Background: an optimization exercise with open tools, aiming at small area and a short achievable clock period. Do not read the settings as production practice.

build 81:
## xgmii_rx_top
module xgmii_rx_top #(
    parameter int STAT_W = 32
) (
    input  logic              clk,
    input  logic              inv_aresetn,
    input  logic [63:0]       xgmii_d_i,
    input  logic [7:0]        xgmii_c_i,
    output logic [63:0]       tdata_o,
    output logic [7:0]        tkeep_o,
    output logic              tvalid_o,
    output logic              tlast_o,
    output logic              tuser_o,
    output logic [STAT_W-1:0] good_frames_o,
    output logic [STAT_W-1:0] bad_frames_o
);
Size in the first run: about 250 flip-flops, ~210 I/O pins.
export LEC_CHECK = 0
export CAP_MARGIN = 20
export CORE_MARGIN = 2
export CORE_UTILIZATION = 40
export SETUP_SLACK_MARGIN = 0.2
export SLEW_MARGIN = 20
export BUFFER_PORTS_ARGS = -buffer_cell sky130_fd_sc_hd__buf_2
export DONT_USE_CELLS = sky130_fd_sc_hd__xor3_1 sky130_fd_sc_hd__xor3_2 sky130_fd_sc_hd__xor3_4 sky130_fd_sc_hd__xnor3_1 sky130_fd_sc_hd__xnor3_2 sky130_fd_sc_hd__xnor3_4
create_clock -name core_clock -period 9.0 [get_ports {clk}]
standard.sh (not shown) runs the stock make flow with config.mk's settings and CLKGATE_MAP_FILE= SYNTH_SCRIPT=/design/flow/synth_recipe.tcl, a recipe that flattens the netlist after the stock synthesis.
==> flow/flow/run.sh <==
#!/bin/bash
# Own layout flow: the standard ORFS flow (standard.sh), run in two
# parts with these changes:
# - plain sky130_fd_sc_hd__buf_2 cells as the port buffers;
# - extra don't-use cells (on top of the platform's list), which only steer
#   the choice of combinational cells; registers are unaffected:
#     synthesis: sky130_fd_sc_hd__xor3_1 sky130_fd_sc_hd__xor3_2 sky130_fd_sc_hd__xor3_4 sky130_fd_sc_hd__xnor3_1 sky130_fd_sc_hd__xnor3_2 sky130_fd_sc_hd__xnor3_4 sky130_fd_sc_hd__xnor2_2 sky130_fd_sc_hd__xnor2_4 sky130_fd_sc_hd__xor2_2 sky130_fd_sc_hd__xor2_4
#     placement to finish: sky130_fd_sc_hd__xor3_1 sky130_fd_sc_hd__xor3_2 sky130_fd_sc_hd__xor3_4 sky130_fd_sc_hd__xnor3_1 sky130_fd_sc_hd__xnor3_2 sky130_fd_sc_hd__xnor3_4
#   (synthesis maps the crc xor network to small two-input xor cells; the
#   later repair may still size a few of them up);
# - make settings: SETUP_SLACK_MARGIN=6.0 CTS_BUF_LIST=sky130_fd_sc_hd__clkbuf_16 CTS_CLUSTER_SIZE=25 CTS_CLUSTER_DIAMETER=100
#   SETUP_SLACK_MARGIN makes setup repair keep sizing and buffering until
#   paths are that far below the (unchanged) 9 ns clock period.
# Each part's full output goes to its own log in this folder.
set -euo pipefail
cd "$(dirname "$0")/.."
cp config.mk config.bench.mk
{
  echo "export BUFFER_PORTS_ARGS = -buffer_cell sky130_fd_sc_hd__buf_2"
  echo "export DONT_USE_CELLS = sky130_fd_sc_hd__xor3_1 sky130_fd_sc_hd__xor3_2 sky130_fd_sc_hd__xor3_4 sky130_fd_sc_hd__xnor3_1 sky130_fd_sc_hd__xnor3_2 sky130_fd_sc_hd__xnor3_4 sky130_fd_sc_hd__xnor2_2 sky130_fd_sc_hd__xnor2_4 sky130_fd_sc_hd__xor2_2 sky130_fd_sc_hd__xor2_4"
} > config.add.mk
cat config.bench.mk config.add.mk > config.mk
bash standard.sh SETUP_SLACK_MARGIN=6.0 CTS_BUF_LIST=sky130_fd_sc_hd__clkbuf_16 CTS_CLUSTER_SIZE=25 CTS_CLUSTER_DIAMETER=100 synth > standard_synth.log 2>&1
{
  echo "export BUFFER_PORTS_ARGS = -buffer_cell sky130_fd_sc_hd__buf_2"
  echo "export DONT_USE_CELLS = sky130_fd_sc_hd__xor3_1 sky130_fd_sc_hd__xor3_2 sky130_fd_sc_hd__xor3_4 sky130_fd_sc_hd__xnor3_1 sky130_fd_sc_hd__xnor3_2 sky130_fd_sc_hd__xnor3_4"
} > config.add.mk
cat config.bench.mk config.add.mk > config.mk
bash standard.sh SETUP_SLACK_MARGIN=6.0 CTS_BUF_LIST=sky130_fd_sc_hd__clkbuf_16 CTS_CLUSTER_SIZE=25 CTS_CLUSTER_DIAMETER=100 finish > standard.log 2>&1
Build 81 finished every stage and its layout cleared the timing, DRC and antenna checks.
> inputs changed (build 81 -> build 85)
Settings: a deleted DONT_USE_CELLS that had been sky130_fd_sc_hd__xor3_1 sky130_fd_sc_hd__xor3_2 sky130_fd_sc_hd__xor3_4 sky130_fd_sc_hd__xnor3_1 sky130_fd_sc_hd__xnor3_2 sky130_fd_sc_hd__xnor3_4; a deleted BUFFER_PORTS_ARGS that had been -buffer_cell sky130_fd_sc_hd__buf_2.
diff --git a/flow/flow/run.sh b/flow/flow/run.sh
--- a/flow/flow/run.sh
+++ b/flow/flow/run.sh
@@ -10,3 +10,5 @@
 #   later repair may still size a few of them up);
-# - make settings: SETUP_SLACK_MARGIN=6.0 CTS_BUF_LIST=sky130_fd_sc_hd__clkbuf_16 CTS_CLUSTER_SIZE=25 CTS_CLUSTER_DIAMETER=100
+# - clock tree: clkbuf_16 only, sink clusters of up to 25 within 100 um,
+#   no dummy loads;
+# - make settings: SETUP_SLACK_MARGIN=6.1
 #   SETUP_SLACK_MARGIN makes setup repair keep sizing and buffering until
@@ -20,5 +22,6 @@
   echo "export DONT_USE_CELLS = sky130_fd_sc_hd__xor3_1 sky130_fd_sc_hd__xor3_2 sky130_fd_sc_hd__xor3_4 sky130_fd_sc_hd__xnor3_1 sky130_fd_sc_hd__xnor3_2 sky130_fd_sc_hd__xnor3_4 sky130_fd_sc_hd__xnor2_2 sky130_fd_sc_hd__xnor2_4 sky130_fd_sc_hd__xor2_2 sky130_fd_sc_hd__xor2_4"
+  echo "export CTS_ARGS = -sink_clustering_enable -repair_clock_nets -sink_clustering_size 25 -sink_clustering_max_diameter 100 -buf_list sky130_fd_sc_hd__clkbuf_16 -dont_use_dummy_load"
 } > config.add.mk
 cat config.bench.mk config.add.mk > config.mk
-bash standard.sh SETUP_SLACK_MARGIN=6.0 CTS_BUF_LIST=sky130_fd_sc_hd__clkbuf_16 CTS_CLUSTER_SIZE=25 CTS_CLUSTER_DIAMETER=100 synth > standard_synth.log 2>&1
+bash standard.sh SETUP_SLACK_MARGIN=6.1 synth > standard_synth.log 2>&1
 {
@@ -26,4 +29,6 @@
   echo "export DONT_USE_CELLS = sky130_fd_sc_hd__xor3_1 sky130_fd_sc_hd__xor3_2 sky130_fd_sc_hd__xor3_4 sky130_fd_sc_hd__xnor3_1 sky130_fd_sc_hd__xnor3_2 sky130_fd_sc_hd__xnor3_4"
+  echo "export CTS_ARGS = -sink_clustering_enable -repair_clock_nets -sink_clustering_size 25 -sink_clustering_max_diameter 100 -buf_list sky130_fd_sc_hd__clkbuf_16 -dont_use_dummy_load"
 } > config.add.mk
 cat config.bench.mk config.add.mk > config.mk
-bash standard.sh SETUP_SLACK_MARGIN=6.0 CTS_BUF_LIST=sky130_fd_sc_hd__clkbuf_16 CTS_CLUSTER_SIZE=25 CTS_CLUSTER_DIAMETER=100 finish > standard.log 2>&1
+bash standard.sh SETUP_SLACK_MARGIN=6.1 finish > standard.log 2>&1
+cp config.bench.mk config.mk
Notes after the runs:
Maximum fanout along the worst path in build 85 vs build 81: down 3
Diff build 81..build 85 | area overhead of the layout relative to synthesis | negligible
Fmax: build 85 higher than build 81
The run with more routed wire is build 85, not build 81.
Looking at build 85 and build 81, the core utilization of the finished layout is a wash.
> inputs changed (build 85 -> build 59)
diff --git a/flow/flow/run.sh b/flow/flow/run.sh
--- a/flow/flow/run.sh
+++ b/flow/flow/run.sh
@@ -10,5 +10,3 @@
 #   later repair may still size a few of them up);
-# - clock tree: clkbuf_16 only, sink clusters of up to 25 within 100 um,
-#   no dummy loads;
-# - make settings: SETUP_SLACK_MARGIN=6.1
+# - make settings: SETUP_SLACK_MARGIN=6.1 CTS_BUF_LIST=sky130_fd_sc_hd__clkbuf_16 CTS_CLUSTER_SIZE=25 CTS_CLUSTER_DIAMETER=100
 #   SETUP_SLACK_MARGIN makes setup repair keep sizing and buffering until
@@ -22,6 +20,5 @@
   echo "export DONT_USE_CELLS = sky130_fd_sc_hd__xor3_1 sky130_fd_sc_hd__xor3_2 sky130_fd_sc_hd__xor3_4 sky130_fd_sc_hd__xnor3_1 sky130_fd_sc_hd__xnor3_2 sky130_fd_sc_hd__xnor3_4 sky130_fd_sc_hd__xnor2_2 sky130_fd_sc_hd__xnor2_4 sky130_fd_sc_hd__xor2_2 sky130_fd_sc_hd__xor2_4"
-  echo "export CTS_ARGS = -sink_clustering_enable -repair_clock_nets -sink_clustering_size 25 -sink_clustering_max_diameter 100 -buf_list sky130_fd_sc_hd__clkbuf_16 -dont_use_dummy_load"
 } > config.add.mk
 cat config.bench.mk config.add.mk > config.mk
-bash standard.sh SETUP_SLACK_MARGIN=6.1 synth > standard_synth.log 2>&1
+bash standard.sh SETUP_SLACK_MARGIN=6.1 CTS_BUF_LIST=sky130_fd_sc_hd__clkbuf_16 CTS_CLUSTER_SIZE=25 CTS_CLUSTER_DIAMETER=100 synth > standard_synth.log 2>&1
 {
@@ -29,6 +26,5 @@
   echo "export DONT_USE_CELLS = sky130_fd_sc_hd__xor3_1 sky130_fd_sc_hd__xor3_2 sky130_fd_sc_hd__xor3_4 sky130_fd_sc_hd__xnor3_1 sky130_fd_sc_hd__xnor3_2 sky130_fd_sc_hd__xnor3_4"
-  echo "export CTS_ARGS = -sink_clustering_enable -repair_clock_nets -sink_clustering_size 25 -sink_clustering_max_diameter 100 -buf_list sky130_fd_sc_hd__clkbuf_16 -dont_use_dummy_load"
 } > config.add.mk
 cat config.bench.mk config.add.mk > config.mk
-bash standard.sh SETUP_SLACK_MARGIN=6.1 finish > standard.log 2>&1
+bash standard.sh SETUP_SLACK_MARGIN=6.1 CTS_BUF_LIST=sky130_fd_sc_hd__clkbuf_16 CTS_CLUSTER_SIZE=25 CTS_CLUSTER_DIAMETER=100 finish > standard.log 2>&1
 cp config.bench.mk config.mk
==> comparison <==
As far as inserted tap cell count goes, build 59 and build 85 are indistinguishable; the numbers are identical.
Diff build 85..build 59 | hold slack | negligible
The final HPWL from detailed placement of build 85 and that of build 59 are within noise of each other.
As far as critical path depth is concerned, build 85 and build 59 perform about the same.
On worst setup slack, build 59 does worse than build 85.
On share of final-layout standard cells stronger than drive strength 1, build 85 and build 59 are neck and neck.
The wire length of build 85 and that of build 59 are within noise of each other.
From build 85 to build 59 the numbers moved as follows: total die area stayed essentially flat; number of vias after detailed routing stayed essentially flat.
No functional check of the RTL was part of any run of this note.

what the ideal ports hide:
How much do the figures lean on ideal ports? The routed layouts below were timed once more, with nothing changed but the port constraints.
Step 1 (the two cells are an assumption about what drives the block):
set clk [get_ports {clk}]
set_driving_cell -lib_cell sky130_fd_sc_hd__clkbuf_16 $clk
set_driving_cell -lib_cell sky130_fd_sc_hd__buf_2 [delete_from_list [all_inputs] $clk]
Step 2 adds t to the input delays and takes it off the output delays; t is the mean of the earliest and latest rising clock arrival at the registers after step 1. Input paths then give back, and output paths get back, about the clock's delay inside the block.
Three values: ideal ports, drivers, drivers and shift; two values: the first two.
| run | t, ns | slack for setup (ns) | clock arrival spread, ns | worst slew at a driven data input, ns | cell pins on the clock port's net |
|---|---|---|---|---|---|
| build 81 | 0.536 | 5.959 / 5.959 / 5.563 | 0.021 / 0.021 | 0.06 | 1 |
| build 85 | 0.530 | 6.076 / 6.024 / 5.685 | 0.057 / 0.056 | 0.06 | 1 |
| build 59 | 0.542 | 6.055 / 6.003 / 5.683 | 0.035 / 0.035 | 0.06 | 1 |
After both steps every run listed still meets setup and hold. For build 81, which loses most, drivers alone change the setup slack by 0.000 ns; drivers and shift together by -0.396 ns.
